This is an optimization exercise on Yosys and OpenROAD, whose aim is small area, not a production implementation. In this exercise RTL edits were held to simulation tests only and were not proved equivalent to the original. Power figures rest on the tool's default switching activity, not on a simulated workload.

==> flow/design.v <==
`default_nettype none
package mem_dados_pkg;
  typedef enum logic [1:0] {
    IDLE   = 2'd0,
    SALVA  = 2'd1,
    PRONTO = 2'd2
  } ctx_state_e;
  localparam int unsigned OS_LIMIT_DEF = 687;
endpackage
`default_nettype wire
`default_nettype none
module mem_dados_sel8 #(
  parameter int W = 32
) (
  input  logic [7:0]     sel,
  input  logic [8*W-1:0] d,
  output logic [W-1:0]   y
);
  always_comb begin
    y = '0;
    for (int i = 0; i < 8; i++) y = y | ({W{sel[i]}} & d[i*W +: W]);
  end
endmodule
module mem_dados_ram #(
  parameter int DATA_W = 32,
  parameter int ADDR_W = 6
) (
  input  logic              clk,
  input  logic              we,
  input  logic              wr,
  input  logic [ADDR_W-1:0] addr,
  input  logic [DATA_W-1:0] wdata,
  output logic [DATA_W-1:0] rdata
);
  localparam int NW = 2**ADDR_W;
  logic [DATA_W-1:0] mem [NW];
  logic [DATA_W-1:0] rdata_q;
  always_ff @(posedge clk) begin
    if (we) mem[addr] <= wdata;
  end
  logic [7:0] lsel, hsel;
  always_comb begin
    lsel = '0; lsel[addr[2:0]] = 1'b1;
    hsel = '0; hsel[addr[5:3]] = ~wr;
  end
  logic [8*DATA_W-1:0] grp;
  for (genvar g = 0; g < 8; g++) begin : g_grp
    logic [8*DATA_W-1:0] words;
    for (genvar i = 0; i < 8; i++) begin : g_w
      assign words[i*DATA_W +: DATA_W] = mem[8*g+i];
    end
    mem_dados_sel8 #(.W(DATA_W)) u_sel (.sel(lsel), .d(words), .y(grp[g*DATA_W +: DATA_W]));
  end
  logic [DATA_W-1:0] rd_grp;
  mem_dados_sel8 #(.W(DATA_W)) u_sel_hi (.sel(hsel), .d(grp), .y(rd_grp));
  always_ff @(posedge clk) rdata_q <= rd_grp | ({DATA_W{wr}} & wdata);
  assign rdata = rdata_q;
endmodule
`default_nettype wire
`default_nettype none
module mem_dados_ctx
#(
  parameter int DATA_W   = 32,
  parameter int ADDR_W   = 6,
  parameter int NUM_PROC = 4,
  parameter int OS_LIMIT = mem_dados_pkg::OS_LIMIT_DEF
) (
  input  logic                        clk,
  input  logic                        rst_n,
  input  logic                        mem_write,
  input  logic                        mem_read,
  input  logic [31:0]                 posicao,
  input  logic [DATA_W-1:0]           dados,
  output logic [DATA_W-1:0]           rd_data,
  output logic                        rd_valid,
  output logic                        addr_err,
  input  logic [DATA_W-1:0]           pos_atual,
  input  logic [DATA_W-1:0]           end_atual,
  input  logic [$clog2(NUM_PROC)-1:0] proc_id,
  input  logic                        troca,
  input  logic                        fim,
  input  logic [$clog2(NUM_PROC)-1:0] proc_sel,
  output logic [DATA_W-1:0]           saida_pc,
  output logic [NUM_PROC-1:0]         slot_valido,
  output logic [NUM_PROC-1:0]         proc_fim,
  output logic                        ctx_ocupado,
  output logic                        ctx_pronto
);
  localparam int PW = $clog2(NUM_PROC);
  logic              acc_ok;
  logic              rd_valid_q, addr_err_q;
  assign acc_ok = (posicao >> ADDR_W) == 32'd0;
  always_ff @(posedge clk or negedge rst_n) begin
    if (!rst_n) begin
      rd_valid_q <= 1'b0;
      addr_err_q <= 1'b0;
    end else begin
      rd_valid_q <= mem_read & acc_ok;
      addr_err_q <= (mem_read | mem_write) & ~acc_ok;
    end
  end
  mem_dados_ram #(
    .DATA_W (DATA_W),
    .ADDR_W (ADDR_W)
  ) u_ram (
    .clk   (clk),
    .we    (mem_write & acc_ok),
    .wr    (mem_write),
    .addr  (posicao[ADDR_W-1:0]),
    .wdata (dados),
    .rdata (rd_data)
  );
  assign rd_valid = rd_valid_q;
  assign addr_err = addr_err_q;
  logic              ocup_q, pronto_q;
  logic [DATA_W-1:0] pc_q;
  logic [PW-1:0]     id_q;
  logic              fim_q;
  logic [DATA_W-1:0] slot_q [NUM_PROC];
  logic [NUM_PROC-1:0] slot_valido_q, proc_fim_q;
  logic              save_req, saving;
  assign save_req = fim | (troca & (pos_atual > DATA_W'(OS_LIMIT)));
  assign saving   = ocup_q & ~pronto_q;
  always_ff @(posedge clk or negedge rst_n) begin
    if (!rst_n) begin
      ocup_q        <= 1'b0;
      pronto_q      <= 1'b0;
      slot_valido_q <= '0;
      proc_fim_q    <= '0;
    end else begin
      ocup_q   <= ocup_q ? ~pronto_q : save_req;
      pronto_q <= saving;
      if (saving) begin
        slot_valido_q[id_q] <= 1'b1;
        if (fim_q) proc_fim_q[id_q] <= 1'b1;
      end
    end
  end
  always_ff @(posedge clk) begin
    pc_q  <= end_atual;
    id_q  <= proc_id;
    fim_q <= fim;
  end
  always_ff @(posedge clk) begin
    if (saving) slot_q[id_q] <= pc_q;
  end
  assign saida_pc    = slot_q[proc_sel];
  assign slot_valido = slot_valido_q;
  assign proc_fim    = proc_fim_q;
  assign ctx_pronto  = pronto_q;
  assign ctx_ocupado = ocup_q;
endmodule
`default_nettype wire
==> flow/config.mk <==
export PLATFORM = sky130hd
export DESIGN_NAME = mem_dados_ctx
export DESIGN_NICKNAME = mem_dados_ctx
export VERILOG_FILES = /design/flow/design.v
export SDC_FILE = /design/flow/constraint.sdc
export NUM_CORES = 4
export LEC_CHECK = 0
export CAP_MARGIN = 0
export CORE_MARGIN = 2
export CORE_UTILIZATION = 40
export SLEW_MARGIN = 0
export SYNTH_HIERARCHICAL = 1
export SYNTH_MINIMUM_KEEP_SIZE = 0
==> flow/constraint.sdc <==
create_clock -name core_clock -period 5.0 [get_ports {clk}]
set_input_delay 1.0000 -clock core_clock [delete_from_list [all_inputs] [get_ports {clk}]]
set_output_delay 1.0000 -clock core_clock [all_outputs]
set_load 0.01 [all_outputs]
standard.sh (not shown) runs the stock make flow with config.mk's settings and CLKGATE_MAP_FILE= SYNTH_SCRIPT=/design/flow/synth_recipe.tcl, a recipe that flattens the netlist after the stock synthesis.
==> flow/flow/run.sh <==
#!/bin/bash
# Standard ORFS layout with three changes: ports buffered with buf_2 instead of
# the default delay-cell buffer, and CTS with larger sink clusters and
# no dummy loads.
set -euo pipefail
bash standard.sh \
  "BUFFER_PORTS_ARGS=-buffer_cell sky130_fd_sc_hd__buf_2" \
  "CTS_ARGS=-sink_clustering_enable -repair_clock_nets -dont_use_dummy_load -sink_clustering_size 25 -sink_clustering_max_diameter 60" \
  finish > standard_flow.log 2>&1
Change:
--- a/flow/design.v
+++ b/flow/design.v
@@ -10,4 +10,19 @@
 `default_nettype wire
 `default_nettype none
+module mem_dados_aoi #(
+  parameter int N = 3,
+  parameter int W = 32
+) (
+  input  logic [N-1:0]   sel,
+  input  logic [N*W-1:0] d,
+  output logic [W-1:0]   yn
+);
+  logic [W-1:0] y;
+  always_comb begin
+    y = '0;
+    for (int i = 0; i < N; i++) y = y | ({W{sel[i]}} & d[i*W +: W]);
+  end
+  assign yn = ~y;
+endmodule
 module mem_dados_sel8 #(
   parameter int W = 32
@@ -17,8 +32,20 @@
   output logic [W-1:0]   y
 );
-  always_comb begin
-    y = '0;
-    for (int i = 0; i < 8; i++) y = y | ({W{sel[i]}} & d[i*W +: W]);
-  end
+  logic [W-1:0] yn0, yn1, yn2;
+  mem_dados_aoi #(.N(3), .W(W)) u_a0 (.sel(sel[2:0]), .d(d[0*W +: 3*W]), .yn(yn0));
+  mem_dados_aoi #(.N(3), .W(W)) u_a1 (.sel(sel[5:3]), .d(d[3*W +: 3*W]), .yn(yn1));
+  mem_dados_aoi #(.N(2), .W(W)) u_a2 (.sel(sel[7:6]), .d(d[6*W +: 2*W]), .yn(yn2));
+  assign y = ~(yn0 & yn1 & yn2);
+endmodule
+module mem_dados_hold #(
+  parameter int W = 32
+) (
+  input  logic         load,
+  input  logic         hold,
+  input  logic [W-1:0] d,
+  input  logic [W-1:0] q,
+  output logic [W-1:0] y
+);
+  assign y = ({W{load}} & d) | ({W{hold}} & q);
 endmodule
 module mem_dados_ram #(
@@ -36,6 +63,15 @@
   logic [DATA_W-1:0] mem [NW];
   logic [DATA_W-1:0] rdata_q;
-  always_ff @(posedge clk) begin
-    if (we) mem[addr] <= wdata;
+  logic [NW-1:0] wsel;
+  always_comb begin
+    wsel = '0;
+    wsel[addr] = we;
+  end
+  for (genvar w = 0; w < NW; w++) begin : g_word
+    logic [DATA_W-1:0] nxt;
+    mem_dados_hold #(.W(DATA_W)) u_hold (
+      .load (wsel[w]), .hold (~wsel[w]), .d (wdata), .q (mem[w]), .y (nxt)
+    );
+    always_ff @(posedge clk) mem[w] <= nxt;
   end
   logic [7:0] lsel, hsel;
Outcome: Total power shrinks by 8.0%; hold slack improves by 0.010 ns; clock skew shrinks by 0.0068 ns; synthesized cell count increases by 55%; worst setup slack is worse by 0.70 ns; design area goes down by 2.3%; wire length climbs by 40%; sequential cell count stays the same; utilization drops by 2.0 points; non-clock buffer count is higher by 141; synthesized area climbs by 2.3%; combinational power went down by 22%; die area is higher by 2.3%; cell count climbs by 29%.

========
Setup of the reference run:
Another version of the RTL of mem_dados_ctx (not shown whole).
For scale: about 4,700 cells after synthesis, ~2,300 flip-flops, roughly 210 I/O pins, ~0.083 mm^2 of cells after synthesis.
==> module mem_dados_ram, before the edit <==
module mem_dados_ram #(
  parameter int DATA_W = 32,
  parameter int ADDR_W = 6
) (
  input  logic              clk,
  input  logic              we,
  input  logic              wr,
  input  logic [ADDR_W-1:0] addr,
  input  logic [DATA_W-1:0] wdata,
  output logic [DATA_W-1:0] rdata
);
  localparam int NW = 2**ADDR_W;
  logic [DATA_W-1:0] mem [NW];
  logic [DATA_W-1:0] rdata_q;
  logic [NW-1:0]     dec;
  always_comb begin
    dec = '0;
    dec[addr] = 1'b1;
  end
  always_ff @(posedge clk) begin
    if (we) mem[addr] <= wdata;
  end
  logic [DATA_W-1:0] rd_d;
  always_comb begin
    rd_d = {DATA_W{wr}} & wdata;
    for (int i = 0; i < NW; i++) rd_d = rd_d | ({DATA_W{dec[i] & ~wr}} & mem[i]);
  end
  always_ff @(posedge clk) rdata_q <= rd_d;
  assign rdata = rdata_q;
endmodule
==> module mem_dados_ctx, before the edit <==
module mem_dados_ctx
#(
  parameter int DATA_W   = 32,
  parameter int ADDR_W   = 6,
  parameter int NUM_PROC = 4,
  parameter int OS_LIMIT = mem_dados_pkg::OS_LIMIT_DEF
) (
  input  logic                        clk,
  input  logic                        rst_n,
  input  logic                        mem_write,
  input  logic                        mem_read,
  input  logic [31:0]                 posicao,
  input  logic [DATA_W-1:0]           dados,
  output logic [DATA_W-1:0]           rd_data,
  output logic                        rd_valid,
  output logic                        addr_err,
  input  logic [DATA_W-1:0]           pos_atual,
  input  logic [DATA_W-1:0]           end_atual,
  input  logic [$clog2(NUM_PROC)-1:0] proc_id,
  input  logic                        troca,
  input  logic                        fim,
  input  logic [$clog2(NUM_PROC)-1:0] proc_sel,
  output logic [DATA_W-1:0]           saida_pc,
  output logic [NUM_PROC-1:0]         slot_valido,
  output logic [NUM_PROC-1:0]         proc_fim,
  output logic                        ctx_ocupado,
  output logic                        ctx_pronto
);
  localparam int PW = $clog2(NUM_PROC);
  logic              acc_ok;
  logic              rd_valid_q, addr_err_q;
  assign acc_ok = (posicao >> ADDR_W) == 32'd0;
  always_ff @(posedge clk or negedge rst_n) begin
    if (!rst_n) begin
      rd_valid_q <= 1'b0;
      addr_err_q <= 1'b0;
    end else begin
      rd_valid_q <= mem_read & acc_ok;
      addr_err_q <= (mem_read | mem_write) & ~acc_ok;
    end
  end
  mem_dados_ram #(
    .DATA_W (DATA_W),
    .ADDR_W (ADDR_W)
  ) u_ram (
    .clk   (clk),
    .we    (mem_write & acc_ok),
    .wr    (mem_write),
    .addr  (posicao[ADDR_W-1:0]),
    .wdata (dados),
    .rdata (rd_data)
  );
  assign rd_valid = rd_valid_q;
  assign addr_err = addr_err_q;
  logic              ocup_q, pronto_q;
  logic [DATA_W-1:0] pc_q;
  logic [PW-1:0]     id_q;
  logic              fim_q;
  logic [DATA_W-1:0] slot_q [NUM_PROC];
  logic [NUM_PROC-1:0] slot_valido_q, proc_fim_q;
  logic              save_req, saving;
  assign save_req = fim | (troca & (pos_atual > DATA_W'(OS_LIMIT)));
  assign saving   = ocup_q & ~pronto_q;
  always_ff @(posedge clk or negedge rst_n) begin
    if (!rst_n) begin
      ocup_q        <= 1'b0;
      pronto_q      <= 1'b0;
      slot_valido_q <= '0;
      proc_fim_q    <= '0;
    end else begin
      ocup_q   <= ocup_q ? ~pronto_q : save_req;
      pronto_q <= saving;
      if (saving) begin
        slot_valido_q[id_q] <= 1'b1;
        if (fim_q) proc_fim_q[id_q] <= 1'b1;
      end
    end
  end
  always_ff @(posedge clk) begin
    pc_q  <= end_atual;
    id_q  <= proc_id;
    fim_q <= fim;
  end
  always_ff @(posedge clk) begin
    if (saving) slot_q[id_q] <= pc_q;
  end
  assign saida_pc    = slot_q[proc_sel];
  assign slot_valido = slot_valido_q;
  assign proc_fim    = proc_fim_q;
  assign ctx_pronto  = pronto_q;
  assign ctx_ocupado = ocup_q;
endmodule
Settings: LEC_CHECK=0, CAP_MARGIN=20, CORE_MARGIN=2, CORE_UTILIZATION=40, SLEW_MARGIN=20; clock period 5.0 ns.
run.sh (not shown) runs the stock make flow with config.mk's settings and CLKGATE_MAP_FILE= SYNTH_SCRIPT=/design/flow/synth_recipe.tcl, a recipe that flattens the netlist after the stock synthesis.
Stock flow here: none of the scripts above is used.
Input changes introduced in the trial run (baseline for comparison: the reference run):
--- a/flow/design.v
+++ b/flow/design.v
@@ -14,31 +14,24 @@
   parameter int ADDR_W = 6
 ) (
   input  logic              clk,
   input  logic              we,
-  input  logic              wr,
   input  logic [ADDR_W-1:0] addr,
   input  logic [DATA_W-1:0] wdata,
+  input  logic [ADDR_W-1:0] raddr,
   output logic [DATA_W-1:0] rdata
 );
-  localparam int NW = 2**ADDR_W;
-  logic [DATA_W-1:0] mem [NW];
-  logic [DATA_W-1:0] rdata_q;
-  logic [NW-1:0]     dec;
-  always_comb begin
-    dec = '0;
-    dec[addr] = 1'b1;
-  end
+  logic [DATA_W-1:0] mem [2**ADDR_W];
   always_ff @(posedge clk) begin
     if (we) mem[addr] <= wdata;
   end
-  logic [DATA_W-1:0] rd_d;
+  logic [2**ADDR_W-1:0] rsel;
   always_comb begin
-    rd_d = {DATA_W{wr}} & wdata;
-    for (int i = 0; i < NW; i++) rd_d = rd_d | ({DATA_W{dec[i] & ~wr}} & mem[i]);
+    rsel  = '0;
+    rsel[raddr] = 1'b1;
+    rdata = '0;
+    for (int i = 0; i < 2**ADDR_W; i++) rdata = rdata | ({DATA_W{rsel[i]}} & mem[i]);
   end
-  always_ff @(posedge clk) rdata_q <= rd_d;
-  assign rdata = rdata_q;
 endmodule
 `default_nettype wire
 `default_nettype none
 module mem_dados_ctx
@@ -71,8 +64,9 @@
 );
   localparam int PW = $clog2(NUM_PROC);
   logic              acc_ok;
   logic              rd_valid_q, addr_err_q;
+  logic [ADDR_W-1:0] raddr_q;
   assign acc_ok = (posicao >> ADDR_W) == 32'd0;
   always_ff @(posedge clk or negedge rst_n) begin
     if (!rst_n) begin
       rd_valid_q <= 1'b0;
@@ -81,17 +75,18 @@
       rd_valid_q <= mem_read & acc_ok;
       addr_err_q <= (mem_read | mem_write) & ~acc_ok;
     end
   end
+  always_ff @(posedge clk) raddr_q <= posicao[ADDR_W-1:0];
   mem_dados_ram #(
     .DATA_W (DATA_W),
     .ADDR_W (ADDR_W)
   ) u_ram (
     .clk   (clk),
     .we    (mem_write & acc_ok),
-    .wr    (mem_write),
     .addr  (posicao[ADDR_W-1:0]),
     .wdata (dados),
+    .raddr (raddr_q),
     .rdata (rd_data)
   );
   assign rd_valid = rd_valid_q;
   assign addr_err = addr_err_q;
Notes after the runs:
- Of the two candidates, the reference run has the worse setup skew after layout and the trial run the better one.
- Number of filler cells placed in the layout: the trial run < the reference run
- From the reference run to the trial run the numbers moved as follows: area used by multi-input combinational logic climbed about 5.5%; fraction of power consumed by the clock network climbed 0.3 points; share of the synthesized area in compound gates (AO/OA/AOI/OAI) barely changed.
- STATUS run=the trial run STAGES=ALL_DONE FINAL_CHECKS=FAILED CAUSE=negative setup slack
- The routed wire length of the trial run falls short of that of the reference run by about 20%.
- Time the final worst path needs with I/O delays and setup on the trial run is up relative to the reference run.
- A capture point of the worst path of u_ram.rdata_q[24]$_DFF_P_ is what the reference run shows, while rd_data[4] belongs to the trial run.
- Relative to the reference run, register share of the cell area decreased by 1.5 points in the trial run.
- Compared with the reference run, the trial run instantiates a smaller number of standard cells.
- Compared to the reference run, the trial run has switching fraction of total power 0.34 points lower.
- On xor and xnor fraction of the mapped netlist area, the reference run and the trial run are neck and neck.
- The final reports for the trial run and the reference run show count of different cell masters after synthesis higher in the former.

[separate check: timing with driven ports]
In the flow no input, the clock included, has a driving cell. The finished layouts below were timed again as built, in two steps. Step 1 assumes that a clkbuf_16 drives the clock port and a buf_2 every other input. Step 2 also shifts input and output timing later by t, the mid clock arrival at the registers, as if the neighbouring blocks saw the same clock. a / b / c = ideal / step 1 / step 2; a / b = the first two.
run	t, ns	slack for setup (ns)	clock arrival spread, ns	worst data-port slew with drivers (ns)
the first run of note 1	0.837	1.445 / 1.471 / 0.635	0.127 / 0.127	0.12
the second run of note 1	0.884	0.746 / 0.693 / -0.191	0.104 / 0.104	0.22
the reference run	0.954	0.199 / 0.233 / -0.721	0.049 / 0.049	0.19
the trial run	0.964	-0.524 / -0.622 / 0.342	0.123 / 0.122	0.12
Met with ideal ports but missed after step 2: setup timing in the second run of note 1 and the reference run. The setup slack of the second run of note 1, which loses most, moves by -0.053 ns with the drivers and by -0.937 ns with both steps.
